Context: an optimization exercise on an open-source flow, tuned for small area. The choices shown serve that exercise and are no tape-out recipe.
Only simulation tests tie the RTL to the original design; equivalence was not proved.
Power is estimated from default activity; no workload was simulated.

==> inputs of job 8378 <==
==> flow/design.v <==
package multi_channel_system_timer_pkg;
  localparam int MST_ADDR_W = 8;
  localparam logic [MST_ADDR_W-1:0] MST_MTIME_L = 8'd0;
  localparam logic [MST_ADDR_W-1:0] MST_MTIME_H = 8'd1;
  localparam logic [MST_ADDR_W-1:0] MST_CTRL    = 8'd2;
  localparam logic [MST_ADDR_W-1:0] MST_STATUS  = 8'd3;
  localparam int         MST_CH_BASE   = 4;
  localparam logic [1:0] MST_CH_CMP_L  = 2'd0;
  localparam logic [1:0] MST_CH_CMP_H  = 2'd1;
  localparam logic [1:0] MST_CH_PERIOD = 2'd2;
  localparam logic [1:0] MST_CH_CTRL   = 2'd3;
  localparam logic [63:0] MST_CMP_RESET = 64'hFFFF_FFFF_FFFF_FFFF;
  typedef struct packed {
    logic [MST_ADDR_W-1:0] raddr;
    logic [MST_ADDR_W-1:0] waddr;
    logic [31:0]           wdata;
  } sys_peripheral_t;
  typedef struct packed {
    logic ren;
    logic wen;
  } sel_t;
  typedef struct packed {
    logic [23:0] prescale;
    logic [6:0]  rsvd;
    logic        en;
  } mst_ctrl_t;
  typedef struct packed {
    logic [28:0] rsvd;
    logic        inten;
    logic        periodic;
    logic        en;
  } mst_chctrl_t;
  function automatic logic [MST_ADDR_W-3:0] mst_ch_block(input int k);
    mst_ch_block = MST_CH_BASE / 4 + k;
  endfunction
endpackage
module mst_cmp_channel
(
  input  logic        hb_clk,
  input  logic        rst,
  input  logic [63:0] mtime,
  input  logic        sel_lo,    
  input  logic        sel_hi,    
  input  logic        sel_per,   
  input  logic        sel_ctl,   
  input  logic        cmp_wr,    
  input  logic [31:0] wd_z,      
  input  logic [31:0] wd_nz,     
  input  logic [31:0] wd_no,     
  input  logic        wd_nz0,    
  input  logic        clr,       
  output logic [63:0] ncmp,
  output logic [31:0] nper,
  output logic [2:0]  chctrl,    
  output logic        pending,
  output logic        irq
);
  logic        ge;
  logic        hit;
  logic        upd;
  logic        pnz;   
  logic [31:0] t;    
  logic        cy;   
  logic [31:0] z;    
  logic [31:0] lo_nxt;
  logic [31:0] hi_nxt;
  mst_ge64 u_ge (.a(mtime), .nb(ncmp), .ge(ge));
  assign hit = chctrl[0] & ge;
  assign upd = hit & chctrl[1] & pnz & ~cmp_wr;
  mst_addcy u_cy (.nq(ncmp), .np(nper), .t(t), .cy(cy), .z(z));
  assign lo_nxt = ncmp[31:0]  ^ ({32{upd}} & t);
  assign hi_nxt = ncmp[63:32] ^ ({32{upd & ~cy}} & z);
  always_ff @(posedge hb_clk) begin
    ncmp[31:0]  <= sel_lo  ? wd_nz : lo_nxt;
    ncmp[63:32] <= sel_hi  ? wd_nz : hi_nxt;
    if (sel_per) begin
      nper <= wd_no;
      pnz  <= wd_nz0;
    end
    if (sel_ctl) chctrl <= wd_z[2:0];
  end
  always_ff @(posedge hb_clk) begin
    pending <= ~rst & ~cmp_wr & (hit | (~clr & pending));
    irq     <= ~rst & pending & chctrl[2];
  end
endmodule
module mst_ge64
(
  input  logic [63:0] a,
  input  logic [63:0] nb,
  output logic        ge
);
  logic [7:0] gt_g, ge_g;
  logic [3:0] gt1, ge1;
  logic [1:0] gt2, ge2;
  always_comb begin
    for (int j = 0; j < 8; j++) begin
      gt_g[j] = 1'b0;
      ge_g[j] = 1'b1;
      for (int i = 0; i < 8; i++) begin
        gt_g[j] = (a[8*j+i] & nb[8*j+i]) | ((a[8*j+i] | nb[8*j+i]) & gt_g[j]);
        ge_g[j] = (a[8*j+i] & nb[8*j+i]) | ((a[8*j+i] | nb[8*j+i]) & ge_g[j]);
      end
    end
    for (int j = 0; j < 4; j++) begin
      gt1[j] = gt_g[2*j+1] | (ge_g[2*j+1] & gt_g[2*j]);
      ge1[j] = gt_g[2*j+1] | (ge_g[2*j+1] & ge_g[2*j]);
    end
    for (int j = 0; j < 2; j++) begin
      gt2[j] = gt1[2*j+1] | (ge1[2*j+1] & gt1[2*j]);
      ge2[j] = gt1[2*j+1] | (ge1[2*j+1] & ge1[2*j]);
    end
    ge = gt2[1] | (ge2[1] & ge2[0]);
  end
endmodule
module mst_addcy
(
  input  logic [63:0] nq,
  input  logic [31:0] np,
  output logic [31:0] t,
  output logic        cy,
  output logic [31:0] z
);
  logic [31:0] g, p, zp;
  always_comb begin
    for (int i = 0; i < 32; i++) begin
      g[i] = nq[i] & np[i];
      p[i] = nq[i] | np[i];
    end
    g[0] = p[0];    
    for (int l = 0; l < 5; l++)
      for (int i = (2 << l) - 1; i < 32; i += (2 << l)) begin
        g[i] = g[i] | (p[i] & g[i - (1 << l)]);
        p[i] = p[i] & p[i - (1 << l)];
      end
    for (int l = 3; l >= 0; l--)
      for (int i = 3 * (1 << l) - 1; i < 32; i += (2 << l)) begin
        g[i] = g[i] | (p[i] & g[i - (1 << l)]);
        p[i] = p[i] & p[i - (1 << l)];
      end
    zp = ~nq[63:32];
    for (int l = 0; l < 5; l++)
      for (int i = (2 << l) - 1; i < 32; i += (2 << l))
        zp[i] = zp[i] & zp[i - (1 << l)];
    for (int l = 3; l >= 0; l--)
      for (int i = 3 * (1 << l) - 1; i < 32; i += (2 << l))
        zp[i] = zp[i] & zp[i - (1 << l)];
  end
  assign t  = np ^ {g[30:0], 1'b1};
  assign cy = g[31];
  assign z  = {zp[30:0], 1'b1};
endmodule
import multi_channel_system_timer_pkg::*;
module multi_channel_system_timer
#(
  parameter int NUM_CMP    = 8,
  parameter int PRESCALE_W = 8
) (
  input  logic                       hb_clk,
  input  logic                       rst,
  input  logic                       tick_src,
  input  logic [MST_ADDR_W-1:0]      bus_raddr,
  input  logic [MST_ADDR_W-1:0]      bus_waddr,
  input  logic [31:0]                bus_wdata,
  input  logic                       bus_ren,
  input  logic                       bus_wen,
  output logic [31:0]                bus_rdata,
  output logic [NUM_CMP-1:0]         irq,
  output logic                       mtimer_int
);
  logic                  tick_q;
  logic                  tick;
  logic                  inc;
  logic                  upd;
  logic [PRESCALE_W-1:0] cnt;
  logic [63:0]           mtime;
  logic [63:0]           mt_a;    
  logic                  ctrl_en;
  logic [PRESCALE_W-1:0] prescale;
  logic [31:0]           wd_z, wd_nz, wd_no;
  logic                  wr_mtime_l, wr_mtime_h, wr_ctrl, wr_status;
  logic [63:0]           ch_ncmp   [NUM_CMP];
  logic [31:0]           ch_nper   [NUM_CMP];
  logic [2:0]            ch_ctrl   [NUM_CMP];
  logic [NUM_CMP-1:0]    pending;
  logic [31:0]           rd_val;
  assign wd_z  = bus_wdata & {32{~rst}};
  assign wd_no = ~wd_z;
  assign wd_nz = ~(bus_wdata | {32{rst}});
  assign wr_mtime_l = bus_wen & (bus_waddr == MST_MTIME_L);
  assign wr_mtime_h = bus_wen & (bus_waddr == MST_MTIME_H);
  assign wr_ctrl    = bus_wen & (bus_waddr == MST_CTRL);
  assign wr_status  = bus_wen & (bus_waddr == MST_STATUS);
  assign tick = tick_src & ~tick_q;
  assign inc  = ctrl_en & tick & (cnt == prescale);
  always_ff @(posedge hb_clk) begin
    tick_q <= tick_src & ~rst;
    if (rst | wr_ctrl)         cnt <= '0;
    else if (ctrl_en && tick)  cnt <= inc ? '0 : cnt + 1'b1;
    if (rst | wr_ctrl) begin
      ctrl_en  <= wd_z[0];
      prescale <= wd_z[8 +: PRESCALE_W];
    end
  end
  assign upd = inc & ~wr_mtime_l & ~wr_mtime_h;
  mst_pre64 u_pre (.q(mtime), .p(mt_a));
  always_ff @(posedge hb_clk) begin
    mtime[31:0]  <= (rst | wr_mtime_l) ? wd_z : mtime[31:0]  ^ ({32{upd}} & mt_a[31:0]);
    mtime[63:32] <= (rst | wr_mtime_h) ? wd_z : mtime[63:32] ^ ({32{upd}} & mt_a[63:32]);
  end
  for (genvar k = 0; k < NUM_CMP; k++) begin : g_ch
    logic       ch_wsel;
    assign ch_wsel = bus_wen & (bus_waddr[MST_ADDR_W-1:2] == MST_CH_BASE / 4 + k);
    mst_cmp_channel u_ch (
      .hb_clk  (hb_clk),
      .rst     (rst),
      .mtime   (mtime),
      .sel_lo  (rst | (ch_wsel & (bus_waddr[1:0] == MST_CH_CMP_L))),
      .sel_hi  (rst | (ch_wsel & (bus_waddr[1:0] == MST_CH_CMP_H))),
      .sel_per (rst | (ch_wsel & (bus_waddr[1:0] == MST_CH_PERIOD))),
      .sel_ctl (rst | (ch_wsel & (bus_waddr[1:0] == MST_CH_CTRL))),
      .cmp_wr  (ch_wsel & ~bus_waddr[1]),
      .wd_z    (wd_z),
      .wd_nz   (wd_nz),
      .wd_no   (wd_no),
      .wd_nz0  (|wd_z),
      .clr     (wr_status & bus_wdata[k]),
      .ncmp    (ch_ncmp[k]),
      .nper    (ch_nper[k]),
      .chctrl  (ch_ctrl[k]),
      .pending (pending[k]),
      .irq     (irq[k])
    );
  end
  assign mtimer_int = irq[0];
  logic [35:0] rsel;
  logic [31:0] rterm [36];
  logic [31:0] rl1 [18];
  logic [31:0] rl2 [9];
  logic [31:0] rl3 [5];
  logic [31:0] rl4 [3];
  always_comb begin
    for (int k = 0; k < 36; k++)
      rsel[k] = ~rst & (bus_raddr == 8'(k));
    rterm[0] = mtime[31:0];
    rterm[1] = mtime[63:32];
    rterm[2] = {16'd0, prescale, 7'd0, ctrl_en};
    rterm[3] = {24'd0, pending};
    for (int k = 0; k < NUM_CMP; k++) begin
      rterm[MST_CH_BASE + 4*k + 0] = ~ch_ncmp[k][31:0];
      rterm[MST_CH_BASE + 4*k + 1] = ~ch_ncmp[k][63:32];
      rterm[MST_CH_BASE + 4*k + 2] = ~ch_nper[k];
      rterm[MST_CH_BASE + 4*k + 3] = {29'd0, ch_ctrl[k]};
    end
    for (int k = 0; k < 36; k++)
      rterm[k] = rterm[k] & {32{rsel[k]}};
    for (int k = 0; k < 18; k++) rl1[k] = rterm[2*k] | rterm[2*k+1];
    for (int k = 0; k < 9; k++)  rl2[k] = rl1[2*k] | rl1[2*k+1];
    for (int k = 0; k < 4; k++)  rl3[k] = rl2[2*k] | rl2[2*k+1];
    rl3[4] = rl2[8];
    for (int k = 0; k < 2; k++)  rl4[k] = rl3[2*k] | rl3[2*k+1];
    rl4[2] = rl3[4];
    rd_val = (rl4[0] | rl4[1]) | rl4[2];
  end
  always_ff @(posedge hb_clk) begin
    if (bus_ren | rst) bus_rdata <= rd_val;
  end
endmodule
module mst_pre64
(
  input  logic [63:0] q,
  output logic [63:0] p
);
  logic [63:0] a;
  always_comb begin
    a = q;
    for (int l = 0; l < 6; l++)
      for (int i = (2 << l) - 1; i < 64; i += (2 << l))
        a[i] = a[i] & a[i - (1 << l)];
    for (int l = 4; l >= 0; l--)
      for (int i = 3 * (1 << l) - 1; i < 64; i += (2 << l))
        a[i] = a[i] & a[i - (1 << l)];
  end
  assign p = {a[62:0], 1'b1};
endmodule
==> flow/flow/run.sh <==
#!/bin/bash
# Own layout flow: the standard ORFS flow (standard.sh) with these changes.
#  1. Synthesis is the standard script (synth_recipe.tcl sourcing ORFS synth.tcl)
#     with only the ABC mapping step changed: the adder-carry module
#     mst_addcy is kept as its own module until the final flatten and mapped
#     with flow/abc_keep.script (which keeps its prefix structure), and the
#     rest is mapped with flow/abc.script (area-oriented, no re-balancing).
#     All passes before ABC are unchanged, so the registers are the standard
#     synthesis's, with the same names and cells.
#  2. CTS runs without dummy loads, with small sink clusters.
# Logs: make's output in run.log here; each ORFS step's log under orfs/logs/.
set -euo pipefail
W=$(pwd)
F=$W/flow

python3 - "$FLOW_HOME/scripts/synth.tcl" "$W/orfs_synth_own.tcl" "$F" <<'PY'
import sys
src, dst, f = sys.argv[1:]
s = open(src).read()
old = "  log_cmd abc {*}$abc_args\n"
assert s.count(old) == 1
new = ("  set abc_rest [lrange $abc_args 2 end]\n"
       "  log_cmd abc -script " + f + "/abc_keep.script {*}$abc_rest mst_addcy\n"
       "  log_cmd abc -script " + f + "/abc.script {*}$abc_rest $::env(DESIGN_NAME)\n")
open(dst, "w").write(s.replace(old, new))
PY
sed "s#\$::env(SCRIPTS_DIR)/synth.tcl#$W/orfs_synth_own.tcl#" "$W/synth_recipe.tcl" > "$W/own_synth.tcl"
grep -q "orfs_synth_own.tcl" "$W/own_synth.tcl"

bash "$W/standard.sh" \
  "SYNTH_SCRIPT=$W/own_synth.tcl" \
  "SYNTH_KEEP_MODULES=mst_addcy" \
  "CTS_ARGS=-sink_clustering_enable -repair_clock_nets -dont_use_dummy_load -buf_list sky130_fd_sc_hd__clkbuf_8 -sink_clustering_size 14 -sink_clustering_max_diameter 60" \
  finish > "$W/run.log" 2>&1
==> flow/flow/abc.script <==
strash
&get -n
&st
&dch
&nf
&put
topo
stime -c
==> flow/flow/abc_keep.script <==
strash
&get -n
&st
&nf
&put
topo
stime -c
==> flow/standard.sh <==
#!/bin/bash
# synth_recipe.tcl (not shown) runs the flow's synth.tcl, then flattens the netlist and writes it again
# the make line also repeats each setting of config.mk as NAME=value (left out here)
make -C /OpenROAD-flow-scripts/flow DESIGN_CONFIG=/design/flow/config.mk WORK_HOME=/design/flow/orfs CLKGATE_MAP_FILE= SYNTH_SCRIPT=/design/flow/synth_recipe.tcl "${@:-finish}"
==> flow/config.mk <==
export PLATFORM = sky130hd
export DESIGN_NAME = multi_channel_system_timer
export DESIGN_NICKNAME = multi_channel_system_timer
export VERILOG_FILES = /design/flow/design.v
export SDC_FILE = /design/flow/constraint.sdc
export NUM_CORES = 4
export LEC_CHECK = 0
export CAP_MARGIN = 20
export CORE_MARGIN = 2
export CORE_UTILIZATION = 40
export GPL_TIMING_DRIVEN = 0
export PLACE_DENSITY = 0.5
export SETUP_SLACK_MARGIN = 0.3
export SLEW_MARGIN = 20
==> flow/constraint.sdc <==
create_clock -name core_clock -period 5.0 [get_ports {hb_clk}]
set_input_delay 1.0000 -clock core_clock [delete_from_list [all_inputs] [get_ports {hb_clk}]]
set_output_delay 1.0000 -clock core_clock [all_outputs]
set_load 0.01 [all_outputs]
==> job 7569 (differences from job 8378) <==
--- a/flow/flow/run.sh
+++ b/flow/flow/run.sh
@@ -30,5 +30,5 @@
 bash "$W/standard.sh" \
   "SYNTH_SCRIPT=$W/own_synth.tcl" \
   "SYNTH_KEEP_MODULES=mst_addcy" \
-  "CTS_ARGS=-sink_clustering_enable -repair_clock_nets -dont_use_dummy_load -buf_list sky130_fd_sc_hd__clkbuf_8 -sink_clustering_size 14 -sink_clustering_max_diameter 60" \
+  "CTS_ARGS=-sink_clustering_enable -repair_clock_nets -dont_use_dummy_load -buf_list sky130_fd_sc_hd__clkbuf_16 -sink_clustering_size 20 -sink_clustering_max_diameter 60" \
   finish > "$W/run.log" 2>&1
==> flow/flow/abc.script (replaced) <==
strash
&get -n
&st
&dch
&nf
&put
buffer -c
topo
stime -c
upsize -c
dnsize -c
==> job 2469 (differences from job 8378) <==
Settings changed: CORE_UTILIZATION 40 to 52, PLACE_DENSITY 0.5 to 0.62.
==> job 3282 (differences from job 8378) <==
--- a/flow/flow/run.sh
+++ b/flow/flow/run.sh
@@ -30,5 +30,5 @@
 bash "$W/standard.sh" \
   "SYNTH_SCRIPT=$W/own_synth.tcl" \
   "SYNTH_KEEP_MODULES=mst_addcy" \
-  "CTS_ARGS=-sink_clustering_enable -repair_clock_nets -dont_use_dummy_load -buf_list sky130_fd_sc_hd__clkbuf_8 -sink_clustering_size 14 -sink_clustering_max_diameter 60" \
+  "CTS_ARGS=-sink_clustering_enable -repair_clock_nets -dont_use_dummy_load -buf_list sky130_fd_sc_hd__clkbuf_16 -sink_clustering_size 20 -sink_clustering_max_diameter 60" \
   finish > "$W/run.log" 2>&1
==> flow_metrics.py <==
metrics = {
    "final_layout": {
        "final.signal_buffer_count": 699,
    },
    "timing": {
        "final-setup-viol-count": 6,
        "final.hold.worst_slack_ps": 488,
        "post-route-worst-setup-slack_ps": -217,
    },
    "min_path": {
        "depth_of_the_worst_hold_timing_path": 2,
    },
    "routing": {
        "vias": 71600,
    },
    "yosys": {
        "post_synth_most_frequent_cells": "949 x nand2_1, 744 x o22ai_1, 684 x nor2_1, 660 x o21ai_0, 638 x a21oi_1",
    },
    "run_status": {
        "run_status": "complete, but fails checks",
        "violatedChecks": "negative setup slack",
    },
    "global_route": {
        "groute.layer.met1.usage_pct": 63.7,
    },
}
(the above is from job 7569)
==> flow_metrics.py <==
metrics = {
    "run_status": {
        "run_status": "timing/DRC/antenna clean",
    },
    "min_path": {
        "depth_of_the_worst_hold_timing_path": 1,
    },
    "timing": {
        "final-setup-viol-count": 0,
        "final.hold.worst_slack_ps": 515,
    },
    "routing": {
        "wirelength_met1_um": 94300,
        "vias": 64500,
    },
    "floorplan": {
        "placement_rows": 121,
        "starting_density_pct": 52.3,
        "die_width_um": 334,
    },
    "setup_path": {
        "rr_startpoint": "mtime[2]",
        "critical-path-top-delay-family": "compound AO/OA/AOI/OAI gates",
    },
    "final_layout": {
        "buf_share_pct": 6.31,
        "final.signal_buffer_count": 299,
    },
    "global_route": {
        "groute.layer.met1.usage_pct": 54.4,
    },
    "yosys": {
        "post_synth_most_frequent_cells": "949 x nand2_1, 744 x o22ai_1, 691 x o21ai_0, 687 x nor2_1, 638 x a21oi_1",
    },
}
(the above is from job 2469)
==> flow_metrics.py <==
metrics = {
    "final_layout": {
        "final.signal_buffer_count": 295,
        "area_occupied_by_multi_input_gates_um2": 35300,
    },
    "routing": {
        "vias": 63400,
    },
    "min_path": {
        "depth_of_the_worst_hold_timing_path": 1,
    },
    "run_status": {
        "run_status": "timing/DRC/antenna clean",
    },
    "timing": {
        "post-route-worst-setup-slack_ps": 194,
        "final.hold.worst_slack_ps": 516,
        "final-setup-viol-count": 0,
    },
    "global_route": {
        "groute.layer.met1.usage_pct": 46.9,
    },
    "yosys": {
        "post_synth_most_frequent_cells": "949 x nand2_1, 744 x o22ai_1, 691 x o21ai_0, 687 x nor2_1, 638 x a21oi_1",
    },
}
(the above is from job 3282)
==> flow_metrics.py <==
metrics = {
    "run_status": {
        "run_status": "timing/DRC/antenna clean",
    },
    "final_layout": {
        "final.signal_buffer_count": 291,
        "design.final.nets": 7513,
        "nNonClkInverters": 102,
    },
    "routing": {
        "vias": 63300,
    },
    "floorplan": {
        "well_tap_count": 1890,
    },
    "timing": {
        "final.hold.worst_slack_ps": 520,
        "post-route-worst-setup-slack_ps": 306,
    },
    "power": {
        "p_sw_share_pct": 36.8,
    },
    "min_path": {
        "depth_of_the_worst_hold_timing_path": 1,
    },
    "yosys": {
        "post_synth_most_frequent_cells": "949 x nand2_1, 744 x o22ai_1, 691 x o21ai_0, 687 x nor2_1, 638 x a21oi_1",
    },
    "setup_path": {
        "timing.rr.end": "g_ch[6].u_ch.ncmp[54]",
        "crit_path_top_delay_cell": "a21oi_2",
    },
    "global_route": {
        "groute.layer.met1.usage_pct": 46.9,
    },
}
(the above is from job 8378)

afterwards: timing with drivers on the ports:
Ports are ideal in the flow. The routed layouts listed here were re-timed in OpenROAD. Step 1: set_driving_cell puts a clkbuf_16 on hb_clk and a buf_2 on each other input, an assumption about the parent block. Step 2 times the ports against the registers' clock, not the clock port: input delays grow and output delays shrink by t, the midpoint of the rising clock arrivals with the driver on. Slacks: ideal / step 1 / step 2; pairs: ideal / step 1.
run | shift t [ns] | slack for setup (ns) | hold WS [ns]
job 8378 | 0.942 | 0.306 / 0.306 / -0.486 | 0.520 / 0.520 / 0.520
job 7569 | 0.844 | -0.217 / -0.163 / -1.007 | 0.488 / 0.488 / 0.488
job 2469 | 0.910 | 0.159 / 0.159 / -0.414 | 0.515 / 0.515 / 0.515
job 3282 | 0.815 | 0.194 / 0.194 / -0.403 | 0.516 / 0.516 / 0.516
With both steps, setup timing fails in job 8378, job 2469 and job 3282, where it was met with ideal ports. For job 8378, which loses most, drivers alone change the setup slack by 0.000 ns; drivers and shift together by -0.792 ns.
